This is an optimization exercise on Yosys and OpenROAD, whose aim is small area, not a production implementation.
In this exercise RTL edits were held to simulation tests only and were not proved equivalent to the original.
Power is estimated from default activity; no workload was simulated.

### run.sh
#!/bin/bash
# synth_recipe.tcl (not shown) runs the flow's synth.tcl, then flattens the netlist and writes it again
# the make line also repeats each setting of config.mk as NAME=value (left out here)
make -C /OpenROAD-flow-scripts/flow DESIGN_CONFIG=/design/flow/config.mk WORK_HOME=/design/flow/orfs CLKGATE_MAP_FILE= SYNTH_SCRIPT=/design/flow/synth_recipe.tcl finish
### config.mk
export PLATFORM = sky130hd
export DESIGN_NAME = io_top
export DESIGN_NICKNAME = io_top
export VERILOG_FILES = /design/flow/design.v
export SDC_FILE = /design/flow/constraint.sdc
export NUM_CORES = 4
export LEC_CHECK = 0
export ABC_AREA = 1
export CAP_MARGIN = 20
export CORE_MARGIN = 2
export CORE_UTILIZATION = 40
export SLEW_MARGIN = 20
### constraint.sdc
create_clock -name core_clock -period 12.0 [get_ports {clk}]
set_input_delay 2.4000 -clock core_clock [delete_from_list [all_inputs] [get_ports {clk}]]
set_output_delay 2.4000 -clock core_clock [all_outputs]
set_load 0.01 [all_outputs]
### design.v
module io_top (
  input  logic              clk,
  input  logic              rstn,
  input  logic              rxd,
  output logic              txd,
  output logic [31:0]       instr_wr_addr,
  output logic [31:0]       instr_wr_data,
  output logic              instr_wr_en,
  output logic              core_start,
  input  logic              core_end,
  output logic [31:0]       mem_rd_addr,
  output logic              mem_rd_rd,
  input  logic [31:0]       mem_data,
  input  logic              mem_data_ready
);
  localparam logic [3:0] S_SP = 4'd10, S_NL = 4'd11, S_P = 4'd12,
                         S_GREET = 4'd13, S_LOADED = 4'd14;
  logic       rxd_meta, rxd_s;
  logic [6:0] rc;
  logic       rx_valid;
  logic [7:0] rx_byte;
  logic       rx_idle, rx_data, rx_stop;
  assign rx_idle = rc[6] & rc[3] & ~rc[4];
  assign rx_data = ~rc[6];
  assign rx_stop = rc[6] & ~rc[5] & ~rc[3];
  always_ff @(posedge clk) begin
    if (!rstn) begin
      rxd_meta <= 1'b1;
      rxd_s    <= 1'b1;
      rc       <= 7'd72;
      rx_valid <= 1'b0;
    end else begin
      rxd_meta <= rxd;
      rxd_s    <= rxd_meta;
      rx_valid <= rx_stop && rc[2:0] == 3'd7 && rxd_s;
      if (rx_idle)
        rc <= rxd_s ? 7'd72 : 7'd124;
      else if (rc == 7'd127 && rxd_s)
        rc <= 7'd72;
      else
        rc <= rc + 7'd1;
    end
  end
  always_ff @(posedge clk) begin
    if (rx_data && rc[2:0] == 3'd7)
      rx_byte <= {rxd_s, rx_byte[7:1]};
  end
  localparam logic [1:0] LD_LEN = 2'd0, LD_WORD = 2'd1, LD_DONE = 2'd2;
  logic [1:0]  ld_st;
  logic [1:0]  byte_cnt;
  logic [23:0] wdata;
  logic [29:0] num_words;
  logic [29:0] word_idx;
  logic [29:0] len_words;
  logic [29:0] word_idx_inc;
  assign len_words    = {rx_byte, wdata[23:2]};
  assign word_idx_inc = word_idx + 30'd1;
  always_ff @(posedge clk) begin
    if (!rstn) begin
      ld_st       <= LD_LEN;
      byte_cnt    <= 2'd0;
      word_idx    <= 30'd0;
      instr_wr_en <= 1'b0;
      core_start  <= 1'b0;
    end else begin
      instr_wr_en <= 1'b0;
      core_start  <= 1'b0;
      if (instr_wr_en) word_idx <= word_idx_inc;
      if (rx_valid && ld_st != LD_DONE) begin
        byte_cnt <= byte_cnt + 2'd1;
        if (byte_cnt == 2'd3) begin
          if (ld_st == LD_LEN) begin
            if (len_words == 30'd0) begin
              core_start <= 1'b1;
              ld_st      <= LD_DONE;
            end else begin
              ld_st <= LD_WORD;
            end
          end else begin
            instr_wr_en <= 1'b1;
            if (word_idx_inc == num_words) begin
              core_start <= 1'b1;
              ld_st      <= LD_DONE;
            end
          end
        end
      end
    end
  end
  always_ff @(posedge clk) begin
    if (rx_valid && byte_cnt != 2'd3) wdata <= {rx_byte, wdata[23:8]};
    if (rx_valid && byte_cnt == 2'd3 && ld_st == LD_LEN) num_words <= len_words;
  end
  assign instr_wr_addr = {word_idx, 2'b00};
  assign instr_wr_data = {rx_byte, wdata};
  localparam logic [3:0] W_INIT = 4'd0, W_GREET = 4'd1, W_WSTART = 4'd2, W_LOADED = 4'd3,
                         W_WEND = 4'd4, W_HEADER = 4'd5, W_READ = 4'd6, W_IDLE = 4'd7,
                         W_STROBE = 4'd8, W_WDATA = 4'd9, W_HUND = 4'd10, W_TENS = 4'd11,
                         W_ONES = 4'd12, W_PIXEL = 4'd13;
  logic [3:0]  wst;
  logic [3:0]  byte_idx;
  logic [2:0]  pix_idx;
  logic [23:0] pix;
  logic        push;
  logic [3:0]  push_sym;
  logic        fifo_full, fifo_empty;
  logic [7:0]  chan;
  logic [1:0]  hund;
  logic [6:0]  rem1;
  logic [3:0]  tens, ones;
  logic [3:0]  digit;
  logic [3:0]  hdr_sym;
  always_comb begin
    case (byte_idx[3:2])
      2'd0:    chan = pix[7:0];
      2'd1:    chan = pix[15:8];
      default: chan = pix[23:16];
    endcase
    hund = (chan >= 8'd200) ? 2'd2 : (chan >= 8'd100) ? 2'd1 : 2'd0;
    rem1 = 7'(chan - 8'd100 * hund);
    tens = 4'(rem1 / 7'd10);
    ones = 4'(rem1 % 7'd10);
    case (byte_idx[1:0])
      2'd0:    digit = {2'b00, hund};
      2'd1:    digit = tens;
      2'd2:    digit = ones;
      default: digit = (byte_idx[3:2] == 2'd2) ? S_NL : S_SP;
    endcase
  end
  always_comb begin
    case (byte_idx)
      4'd0:        hdr_sym = S_P;
      4'd1:        hdr_sym = 4'd3;
      4'd2, 4'd14: hdr_sym = S_NL;
      4'd5:        hdr_sym = 4'd4;
      4'd6, 4'd10: hdr_sym = S_SP;
      4'd9, 4'd11: hdr_sym = 4'd2;
      4'd12, 4'd13: hdr_sym = 4'd5;
      default:     hdr_sym = 4'd0;
    endcase
  end
  always_comb begin
    case (wst)
      W_GREET:  push_sym = S_GREET;
      W_LOADED: push_sym = S_LOADED;
      W_HEADER: push_sym = hdr_sym;
      default:  push_sym = digit;
    endcase
  end
  assign push = !fifo_full && (wst == W_GREET || wst == W_LOADED ||
                               wst == W_HEADER || wst == W_PIXEL);
  assign mem_rd_rd   = (wst == W_STROBE);
  assign mem_rd_addr = {27'd0, pix_idx, 2'b00};
  always_ff @(posedge clk) begin
    if (!rstn) begin
      wst     <= W_INIT;
      pix_idx <= 3'd0;
    end else begin
      case (wst)
        W_INIT:   wst <= W_GREET;
        W_GREET:  if (push) wst <= W_WSTART;
        W_WSTART: if (core_start) wst <= W_LOADED;
        W_LOADED: if (push) wst <= W_WEND;
        W_WEND:   if (core_end) wst <= W_HEADER;
        W_HEADER: if (push && byte_idx == 4'd14) wst <= W_READ;
        W_READ:   wst <= W_STROBE;
        W_STROBE, W_WDATA: wst <= mem_data_ready ? W_HUND : W_WDATA;
        W_HUND:   wst <= W_TENS;
        W_TENS:   wst <= W_ONES;
        W_ONES:   wst <= W_PIXEL;
        W_PIXEL: begin
          if (push && byte_idx == 4'd11) begin
            pix_idx <= pix_idx + 3'd1;
            wst     <= (pix_idx == 3'd7) ? W_IDLE : W_READ;
          end
        end
        default: ;
      endcase
    end
  end
  always_ff @(posedge clk) begin
    if (wst == W_WEND)
      byte_idx <= 4'd0;
    else if (push && (byte_idx == 4'd14 || (wst == W_PIXEL && byte_idx == 4'd11)))
      byte_idx <= 4'd0;
    else if (push)
      byte_idx <= byte_idx + 4'd1;
    if ((wst == W_STROBE || wst == W_WDATA) && mem_data_ready) pix <= mem_data[23:0];
  end
  logic [3:0] fmem [8];
  logic [3:0] wp, rp;
  logic       pop;
  assign fifo_empty = (wp == rp);
  assign fifo_full  = (wp == {~rp[3], rp[2:0]});
  always_ff @(posedge clk) begin
    if (push) fmem[wp[2:0]] <= push_sym;
  end
  always_ff @(posedge clk) begin
    if (!rstn) begin
      wp <= 4'd0;
      rp <= 4'd0;
    end else begin
      if (push) wp <= wp + 4'd1;
      if (pop)  rp <= rp + 4'd1;
    end
  end
  logic [6:0] tc;
  logic [3:0] tsym;
  logic [7:0] tbyte;
  logic       tx_idle;
  assign tx_idle = tc[6] & tc[3] & ~tc[4];
  assign pop     = tx_idle && !fifo_empty;
  always_ff @(posedge clk) begin
    if (!rstn)
      tc <= 7'd72;
    else if (tx_idle)
      tc <= pop ? 7'd120 : 7'd72;
    else
      tc <= tc + 7'd1;
  end
  always_ff @(posedge clk) begin
    if (pop) tsym <= fmem[rp[2:0]];
  end
  always_comb begin
    case (tsym)
      S_SP:     tbyte = 8'h20;
      S_NL:     tbyte = 8'h0a;
      S_P:      tbyte = 8'h50;
      S_GREET:  tbyte = 8'h99;
      S_LOADED: tbyte = 8'haa;
      default:  tbyte = {4'h3, tsym};
    endcase
  end
  assign txd = tc[6] ? ~tc[5] : tbyte[tc[5:3]];
endmodule
==> results of run 1 <==
==> power by group through the flow <==
stage                     Combinational [W]  Clock [W]  Sequential (W)
after floorplan                     0.00104          0        0.000891
after global placement              0.00123          0        0.000925
after detailed placement            0.00126          0        0.000925
after CTS                           0.00126   0.000606        0.000911
after global routing                0.00146   0.000632        0.000919
final                               0.00125   0.000593        0.000910
==> logic make-up after synthesis <==
group	count (synthesis)	synth area share (%)
AND/OR/NAND/NOR	388	18.9
AO/OA/AOI/OAI	159	9.43
buffers and inverters	172	8.20
other	1	0.0395
adder cells (fa/ha/maj)	23	3.11
flip-flops	198	54.6
XOR/XNOR	62	5.72
==> per-layer routing <==
metal	up-vias	share of wire (%)	global-route usage (%)
li1	3542	-	-
met1	3118	48	21.4
met2	134	47	26.0
met3	8	4.4	3.37
met4	0	0.52	4.42
met5	-	0	0
==> stage by stage <==
stage | setup WS [ps] | hold WS [ps]
after detailed placement | 6550 | 400
final | 6570 | 431
after floorplan | 7320 | 393
after global routing | 5980 | 450
after CTS | 6480 | 419
after global placement | 6650 | 395
==> how the worst min path moves through the flow <==
stage	from	to	slack, ps
2_1_floorplan	rxd_meta	rxd_s	390
3_3_place_gp	rxd_meta	rxd_s	390
3_5_place_dp	rxd_meta	rxd_s	400
4_1_cts	rxd_meta	rxd_s	420
5_1_grt	rxd_meta	rxd_s	450
6_report	rxd_meta	rxd_s	430
==> flip-flops by register name, summed over array words and instances, names as in the netlist, 2 cells and up <==
register / flops
byte_cnt: 2
byte_idx: 4
fmem: 32
hdr_sym: 4
ld_st: 2
num_words: 30
pix: 24
pix_idx: 3
rc: 7
rp: 4
rx_byte: 8
tc: 7
tsym: 4
wdata: 24
word_idx: 30
wp: 4
wst: 4
==> area by class of cell <==
| type | instances | area (um^2) |
|---|---|---|
| clock buffers | 17 | 425 |
| multi-input cells | 663 | 3660 |
| flip-flops and latches | 198 | 5180 |
| clock inverters | 15 | 204 |
| repair buffers | 102 | 1010 |
| fillers | 2155 | 12100 |
| inverters | 122 | 460 |
| well taps | 319 | 399 |
==> worst register-to-register path: cells and delay by family, from the launching register on <==
kind / cells / cell delay (ps)
buf+inv: 7 / 620
simple gates: 20 / 2020
flops: 1 / 740
fa+ha+maj: 4 / 920
compound gates: 2 / 820
==> placed cells by master (no fill, tap or decap), types with 6 or more instances in the layout <==
master | synthesis | routed
nand2_2 | 6 | 6
inv_1 | 111 | 111
xnor2_1 | 20 | 20
nand2_1 | 144 | 144
nor4_1 | 12 | 12
nand3_1 | 50 | 50
clkdlybuf4s50_1 | 0 | 97
o21ai_0 | 71 | 71
edfxtp_1 | 122 | 122
a21oi_1 | 50 | 50
clkbuf_16 | 0 | 17
nor2_2 | 8 | 10
inv_2 | 6 | 6
nand4_1 | 24 | 24
nor2_1 | 102 | 100
conb_1 | 1 | 31
nor3_1 | 18 | 17
xor2_1 | 42 | 42
ha_1 | 22 | 22
dfxtp_1 | 76 | 76
or2_2 | 6 | 6
o22ai_1 | 8 | 8
==> impl_results.md, run 1 <==
* Status: no timing/DRC/antenna violations
* Final wirelength at 19.4 mm
* Post-layout nets at 1,164
* Total power at 0.00275 W
* Initial antenna violation count at 0
* Max stage delay on crit path at 740 ps
* Chip Width at 158 um
* Port bufs at 97
* WP data arrival at 5550 ps
* Worst setup path end: fmem[4][3]
* Comb pwr share at 45.4%
* Setup Total Neg Slack at 0 ps
* Pin slew with the least headroom to its limit at 769 ps
* Crit path max-delay family: simple AND/OR/NAND/NOR gates
* Psw at 0.00119 W
* Synth warn at 1
* Core footprint at 0.0234 mm^2
* Post-route cell area at 0.0113 mm^2
* Synth area leaders: edfxtp_1, dfxtp_1, nand2_1
* DRC errors left at 0
* Syn Inst Count at 1,003
* Clock Pin Slew Worst Setup and Hold Paths at 80 ps
* Fin crit share at 45.2%
* RSZ-0062 raised after global routing: false
* Synthesized area at 0.00950 mm^2
* Max H-tree Level at 4
* Slew Viols, Final at 0
* P_leak at 4.45 nW
* Area grow syn2layout at 19.4%
* Switching share of power at 43.3%
* Root buffer cell: clkbuf_16
* TritonCTS Buffers at 17
* Largest net degree at the start of global routing at 53
* # IOs at 137
* Post-layout util at 48.5%
* Post-synth top area cell: edfxtp_1
* Post-synth top flop: edfxtp_1
* Non-Filler Instances at 1,436
* CP Data Required Time at 12,120 ps
* Skew-Pair Late Insertion Delay at 440 ps
* Chip height at 158 um
* Final Skew at 20.7 ps
* Final min period at 5430 ps
* Most used standard cell by instance count after synthesis: nand2_1
* RR Startpoint: byte_idx[3]
* Initial Utilization at 40.6%
* WHS Path Cells at 1
* Die Area at 0.0250 mm^2
* PostCTS Resize Cnt at 0
* Post-synthesis sequential area ratio at 54.6%
* Post-synth EDFFs at 122
* Placed Area at 0.0107 mm^2
* Worst-path maximum fanout at 11
* Critical-path top delay cell: dfxtp_1
* Synth unique cells at 54
* Via-to-Cell Ratio at 4.74
* Wire per inst at 13.5 um
* Register-to-Register Path Depth at 33
* Gpl congestion at 0.838
* Fin. Hold Viols at 0
* R2R Setup Slk at 6570 ps
* Setup violators final at 0
* Synth top area share at 38.6%
* Fmax at 184 MHz
* Bufs and invs on worst path at 7
* Pwr dens at 243 mW/mm^2
* HP Class: reg -> reg
* Worst slew margin at 48.7%
* Number of global-route vias before repair at 6,362
* Detailed Place HPWL at 14.3 mm
* Most used cell, CP: nand2_1
* Layout cell share with drive strength beyond 1 at 7.16%
* Avg Cell Area, Syn at 9.47 um^2
* Seq cells post-synth at 198
* CTS tree: done
* Ant diodes at 0
* GRT Total Usage at 15.9%
* Part of the power in registers at 33.0%
* First-pass GRT wire length at 31.5 mm
* Drt initial violations at 436
* Critical path class: reg -> reg
* Max VDD drop at 175 uV
* Placed cells at 1,404
* Synth async-reset ratio at 0%
* Post-DRT Antenna Nets at 0
* Vias at 6,802
* Hold Buf Count CTS at 0
* Clock buffer depth at 2
* Clock sink count at 198
* Worst setup path start: byte_idx[3]
* Worst Setup End Kind: register
* Clk network pwr share at 21.5%
* MaxCap Viol Count at 0
* Drt pass-1 iters at 4
* Post-CTS setup buffers at 0
* Internal Power at 0.00156 W
* Critical path depth in cells at 33
* Cell Rows at 56
* Reg-to-Reg End: fmem[4][3]
* CP Launch Type: register
* Remaining Overflow, GRT at 0
* Commonest cells post-synth: nand2_1, edfxtp_1, inv_1
==> inputs of run 2 (changes only) <==
--- a/design.v
+++ b/design.v
@@ -17,2 +17,23 @@
                          S_GREET = 4'd13, S_LOADED = 4'd14;
+  localparam logic [3:0] W_INIT = 4'd0, W_GREET = 4'd1, W_WSTART = 4'd2, W_LOADED = 4'd3,
+                         W_WEND = 4'd4, W_HEADER = 4'd5, W_READ = 4'd6, W_IDLE = 4'd7,
+                         W_STROBE = 4'd8, W_WDATA = 4'd9, W_HUND = 4'd10, W_TENS = 4'd11,
+                         W_ONES = 4'd12, W_PIXEL = 4'd13;
+  logic [3:0]  wst;
+  logic [3:0]  byte_idx;
+  logic [2:0]  pix_idx;
+  logic [23:0] pix;
+  assign pix = wdata;
+  logic        push;
+  logic [3:0]  push_sym;
+  logic        fifo_full, fifo_empty;
+  logic [7:0]  chan;
+  logic [1:0]  hund;
+  logic [6:0]  rem1;
+  logic [3:0]  tens, ones;
+  logic [3:0]  digit;
+  logic [3:0]  hdr_sym;
+  logic [3:0] fmem [8];
+  logic [3:0] wp, rp;
+  logic       pop;
   logic       rxd_meta, rxd_s;
@@ -67,3 +88,7 @@
       core_start  <= 1'b0;
-      if (instr_wr_en) word_idx <= word_idx_inc;
+      if (ld_st == LD_DONE) begin
+        if (push && wp[2:0] == 3'd7) word_idx[1:0] <= push_sym[3:2];
+      end else if (instr_wr_en) begin
+        word_idx <= word_idx_inc;
+      end
       if (rx_valid && ld_st != LD_DONE) begin
@@ -90,4 +115,11 @@
   always_ff @(posedge clk) begin
-    if (rx_valid && byte_cnt != 2'd3) wdata <= {rx_byte, wdata[23:8]};
+    if (ld_st == LD_DONE) begin
+      if ((wst == W_STROBE || wst == W_WDATA) && mem_data_ready) wdata <= mem_data[23:0];
+    end else if (rx_valid && byte_cnt != 2'd3) begin
+      wdata <= {rx_byte, wdata[23:8]};
+    end
     if (rx_valid && byte_cnt == 2'd3 && ld_st == LD_LEN) num_words <= len_words;
+    for (int k = 0; k < 7; k++)
+      if (push && wp[2:0] == 3'(k)) num_words[4*k +: 4] <= push_sym;
+    if (push && wp[2:0] == 3'd7) num_words[29:28] <= push_sym[1:0];
   end
@@ -95,19 +127,2 @@
   assign instr_wr_data = {rx_byte, wdata};
-  localparam logic [3:0] W_INIT = 4'd0, W_GREET = 4'd1, W_WSTART = 4'd2, W_LOADED = 4'd3,
-                         W_WEND = 4'd4, W_HEADER = 4'd5, W_READ = 4'd6, W_IDLE = 4'd7,
-                         W_STROBE = 4'd8, W_WDATA = 4'd9, W_HUND = 4'd10, W_TENS = 4'd11,
-                         W_ONES = 4'd12, W_PIXEL = 4'd13;
-  logic [3:0]  wst;
-  logic [3:0]  byte_idx;
-  logic [2:0]  pix_idx;
-  logic [23:0] pix;
-  logic        push;
-  logic [3:0]  push_sym;
-  logic        fifo_full, fifo_empty;
-  logic [7:0]  chan;
-  logic [1:0]  hund;
-  logic [6:0]  rem1;
-  logic [3:0]  tens, ones;
-  logic [3:0]  digit;
-  logic [3:0]  hdr_sym;
   always_comb begin
@@ -129,14 +144,4 @@
   end
-  always_comb begin
-    case (byte_idx)
-      4'd0:        hdr_sym = S_P;
-      4'd1:        hdr_sym = 4'd3;
-      4'd2, 4'd14: hdr_sym = S_NL;
-      4'd5:        hdr_sym = 4'd4;
-      4'd6, 4'd10: hdr_sym = S_SP;
-      4'd9, 4'd11: hdr_sym = 4'd2;
-      4'd12, 4'd13: hdr_sym = 4'd5;
-      default:     hdr_sym = 4'd0;
-    endcase
-  end
+  localparam logic [63:0] HDR_TAB = 64'h0B552A200A400B3C;
+  assign hdr_sym = 4'(HDR_TAB >> {byte_idx, 2'b00});
   always_comb begin
@@ -187,12 +192,9 @@
       byte_idx <= byte_idx + 4'd1;
-    if ((wst == W_STROBE || wst == W_WDATA) && mem_data_ready) pix <= mem_data[23:0];
-  end
-  logic [3:0] fmem [8];
-  logic [3:0] wp, rp;
-  logic       pop;
+  end
+  always_comb begin
+    for (int k = 0; k < 7; k++) fmem[k] = num_words[4*k +: 4];
+    fmem[7] = {word_idx[1:0], num_words[29:28]};
+  end
   assign fifo_empty = (wp == rp);
   assign fifo_full  = (wp == {~rp[3], rp[2:0]});
-  always_ff @(posedge clk) begin
-    if (push) fmem[wp[2:0]] <= push_sym;
-  end
   always_ff @(posedge clk) begin
==> run 2 against run 1 <==
Compared with the run above:
- still clean on timing, DRC and antenna
- cell count up 5.5%
- first-iteration DRC count up 33%
- global-route usage up 5.2 points
- sequential share of layout area down 13 points
- design area down 8.8%
- sequential cell count down 60
- synthesized cell count up 13%
==> impl_results.md, run 2 <==
* Status: no timing/DRC/antenna violations (unchanged)
* Worst slew margin at 31.4% (was 48.7%)
* Root buffer cell: clkbuf_16 (unchanged)
* Slew Viols, Final at 0 (unchanged)
* Synth warn at 2 (was 1)
* Wire per inst at 15.4 um (was 13.5 um)
* Commonest cells post-synth: nand2_1, inv_1, o21ai_0 (was nand2_1, edfxtp_1, inv_1)
* Largest net degree at the start of global routing at 53 (unchanged)
* Initial antenna violation count at 0 (unchanged)
* Die Area at 0.0227 mm^2 (was 0.0250 mm^2)
* Vias at 7,719 (was 6,802)
* Psw at 0.00110 W (was 0.00119 W)
* Synth unique cells at 57 (was 54)
* RSZ-0062 raised after global routing: false (unchanged)
* GRT Total Usage at 21.1% (was 15.9%)
* Most used standard cell by instance count after synthesis: nand2_1 (unchanged)
* CTS tree: done (unchanged)
* Worst-path maximum fanout at 14 (was 11)
* Avg Cell Area, Syn at 7.59 um^2 (was 9.47 um^2)
* Final Skew at 13.6 ps (was 20.7 ps)
* Comb pwr share at 51.3% (was 45.4%)
* Syn Inst Count at 1,134 (was 1,003)
* Commonest non-fill, non-tap cell in the layout: nand2_1 (unchanged)
* CP Launch Type: register (unchanged)
* Post-synth EDFFs at 66 (was 122)
* Post-synthesis sequential area ratio at 39.8% (was 54.6%)
* Clock buffer depth at 2 (unchanged)
* Ant diodes at 0 (unchanged)
* Fin crit share at 49.5% (was 45.2%)
* Total power at 0.00237 W (was 0.00275 W)
* Max stage delay on crit path at 660 ps (was 740 ps)
* Detailed Place HPWL at 18.0 mm (was 14.3 mm)
* First-pass GRT wire length at 37.0 mm (was 31.5 mm)
* WP data arrival at 6070 ps (was 5550 ps)
* Worst Setup End Kind: register (unchanged)
* Hold Buf Count CTS at 0 (unchanged)
* WHS Path Cells at 1 (unchanged)
* Initial Utilization at 40.8% (was 40.6%)
* Clock Pin Slew Worst Setup and Hold Paths at 60 ps (was 80 ps)
* Worst setup path start: byte_idx[3] (unchanged)
* Placed Area at 0.00973 mm^2 (was 0.0107 mm^2)
* Switching share of power at 46.6% (was 43.3%)
* Area grow syn2layout at 20.1% (was 19.4%)
* Seq cells post-synth at 138 (was 198)
* Setup violators final at 0 (unchanged)
* Post-DRT Antenna Nets at 0 (unchanged)
* TritonCTS Buffers at 17 (unchanged)
* R2R Setup Slk at 6070 ps (was 6570 ps)
* Drt initial violations at 578 (was 436)
* Skew-Pair Late Insertion Delay at 430 ps (was 440 ps)
* Synth area leaders: edfxtp_1, dfxtp_1, nand2_1 (unchanged)
* DRC errors left at 0 (unchanged)
* Number of global-route vias before repair at 7,076 (was 6,362)
* Critical path class: reg -> reg (unchanged)
* CP Data Required Time at 12,140 ps (was 12,120 ps)
* Port bufs at 97 (unchanged)
* Part of the power in registers at 25.8% (was 33.0%)
* Chip Width at 151 um (was 158 um)
* Fin. Hold Viols at 0 (unchanged)
* Most used cell, CP: nand2_1 (unchanged)
* Core footprint at 0.0211 mm^2 (was 0.0234 mm^2)
* Drt pass-1 iters at 7 (was 4)
* Post-CTS setup buffers at 0 (unchanged)
* Max VDD drop at 442 uV (was 175 uV)
* Final min period at 5930 ps (was 5430 ps)
* Post-synth top area cell: edfxtp_1 (unchanged)
* HP Class: reg -> reg (unchanged)
* Synth top area share at 23.0% (was 38.6%)
* Final wirelength at 23.3 mm (was 19.4 mm)
* Layout cell share with drive strength beyond 1 at 6.53% (was 7.16%)
* Max H-tree Level at 4 (unchanged)
* Pwr dens at 229 mW/mm^2 (was 243 mW/mm^2)
* # IOs at 137 (unchanged)
* Critical-path top delay cell: o311ai_1 (was dfxtp_1)
* Setup Total Neg Slack at 0 ps (unchanged)
* Clk network pwr share at 22.8% (was 21.5%)
* Synth async-reset ratio at 0% (unchanged)
* Post-synth top flop: dfxtp_1 (was edfxtp_1)
* Clock sink count at 138 (was 198)
* Chip height at 151 um (was 158 um)
* FF+latch area at 0.00342 mm^2 (was 0.00518 mm^2)
* Via-to-Cell Ratio at 5.10 (was 4.74)
* Fill count at 2,138 (was 2,155)
* Most frequent cells in the layout: nand2_1, inv_1, o21ai_0 (was nand2_1, edfxtp_1, inv_1)
* Cell Rows at 53 (was 56)
* Hold Slack at 417 ps (was 431 ps)
* Remaining Overflow, GRT at 0 (unchanged)
* Fmax at 169 MHz (was 184 MHz)
* Pin slew with the least headroom to its limit at 1020 ps (was 769 ps)
* Area of the multi-input gates at 0.00438 mm^2 (was 0.00366 mm^2)
* Post-route cell area at 0.0103 mm^2 (was 0.0113 mm^2)
* HP Start: rxd_meta (unchanged)
* MaxCap Viol Count at 0 (unchanged)
* Hold endpoint: rxd_s (unchanged)
* Register-to-Register Path Depth at 36 (was 33)
* Reg-to-Reg End: num_words[4] (was fmem[4][3])
* Synthesized area at 0.00861 mm^2 (was 0.00950 mm^2)
* Post-layout nets at 1,295 (was 1,164)
* Gpl congestion at 0.925 (was 0.838)
* RR Startpoint: byte_idx[3] (unchanged)
* Internal Power at 0.00126 W (was 0.00156 W)
* P_leak at 4.20 nW (was 4.45 nW)
* PostCTS Resize Cnt at 0 (unchanged)
run 2: changes by cell type after synthesis, moves of 5 or more:
cell and delta:
nor2_1 -26, nor3_1 +14, edfxtp_1 -56, a21oi_1 +14, o21ai_0 +39, ha_1 +8
xnor2_1 -9, o22ai_1 -5, nand3_1 +21, nand2_1 +87, inv_1 +41
run 2: logic make-up (layout without fill, tap and decap cells):
kind of cell | after synthesis | count (layout) | synth area share (%)
fa+ha+maj | 31 | 31 | 4.59
buf+inv | 213 | 289 | 10.9
other cells | 1 | 31 | 0.0436
flops | 138 | 138 | 39.8
simple gates | 484 | 484 | 25.6
xor+xnor | 50 | 50 | 5.09
mux | 1 | 1 | 0.131
compound gates | 216 | 216 | 13.9
run 2: per-layer routing:
layer / vias to the layer above / GRT usage (%) / routed length (um)
met4: 0 / 6.36 / 483
met3: 35 / 3.79 / 1240
met5: - / 0 / 0
met1: 3529 / 28.5 / 10800
met2: 236 / 34.5 / 10700
li1: 3919 / - / -
run 2: power by group through the flow:
| stage | clock network, W | logic [W] | registers, W |
|---|---|---|---|
| 2_1_floorplan | 0 | 0.000965 | 0.000589 |
| 3_3_place_gp | 0 | 0.00118 | 0.000620 |
| 3_5_place_dp | 0 | 0.00119 | 0.000620 |
| 4_1_cts | 0.000547 | 0.00120 | 0.000610 |
| 5_1_grt | 0.000565 | 0.00138 | 0.000619 |
| 6_report | 0.000540 | 0.00122 | 0.000612 |
run 2: worst max path at each step:
stage,cells past startpoint,to
after detailed placement,36,num_words[4]
final,36,num_words[4]
after global routing,36,num_words[8]
after CTS,36,num_words[4]
after floorplan,35,num_words[5]
after global placement,36,num_words[4]
run 2: through the flow:
step | setup WS (ps) | std cells | utilization [%]
finish | 6070 | 1515 | 49.0
global route | 5400 | 1515 | 49.0
CTS | 5770 | 1515 | 49.0
detailed placement | 5790 | 1483 | 46.1
global placement | 5890 | 1483 | 46.1
floorplan | 7270 | 1164 | -
run 2: critical path, delay by kind of cell (launching register included):
family / cells / cell delay, ps
AO/OA/AOI/OAI: 3 / 860
flip-flops: 1 / 600
AND/OR/NAND/NOR: 24 / 2720
adder cells (fa/ha/maj): 3 / 740
buffers and inverters: 6 / 690
run 2: layout make-up:
class / instances / area share [%]
Multi-Input combinational cell: 813 / 42.4
Inverter: 156 / 5.66
Clock buffer: 20 / 4.54
Tap cell: 275 / 3.33
Timing Repair Buffer: 101 / 9.68
Sequential cell: 138 / 33.1
Clock inverter: 12 / 1.32

==> afterwards: timing with drivers on the ports <==
The results above use ideal ports. As a check the final layouts listed here were re-extracted and re-timed, cells and wires unchanged. Step 1 assumes that a clkbuf_16 drives the clock port and a buf_2 every other input. Step 2 times the ports against the registers' clock, not the clock port: input delays grow and output delays shrink by t, the midpoint of the rising clock arrivals with the driver on. a / b / c = ideal / step 1 / step 2; a / b = the first two.
run	shift t [ns]	slack for setup (ns)	worst setup path after step 2	cell pins on the clock port's net
run 1	0.473	6.571 / 6.571 / 6.571	register to register	1
run 2	0.472	6.066 / 6.066 / 6.066	register to register	1
After both steps every run listed still meets setup and hold.
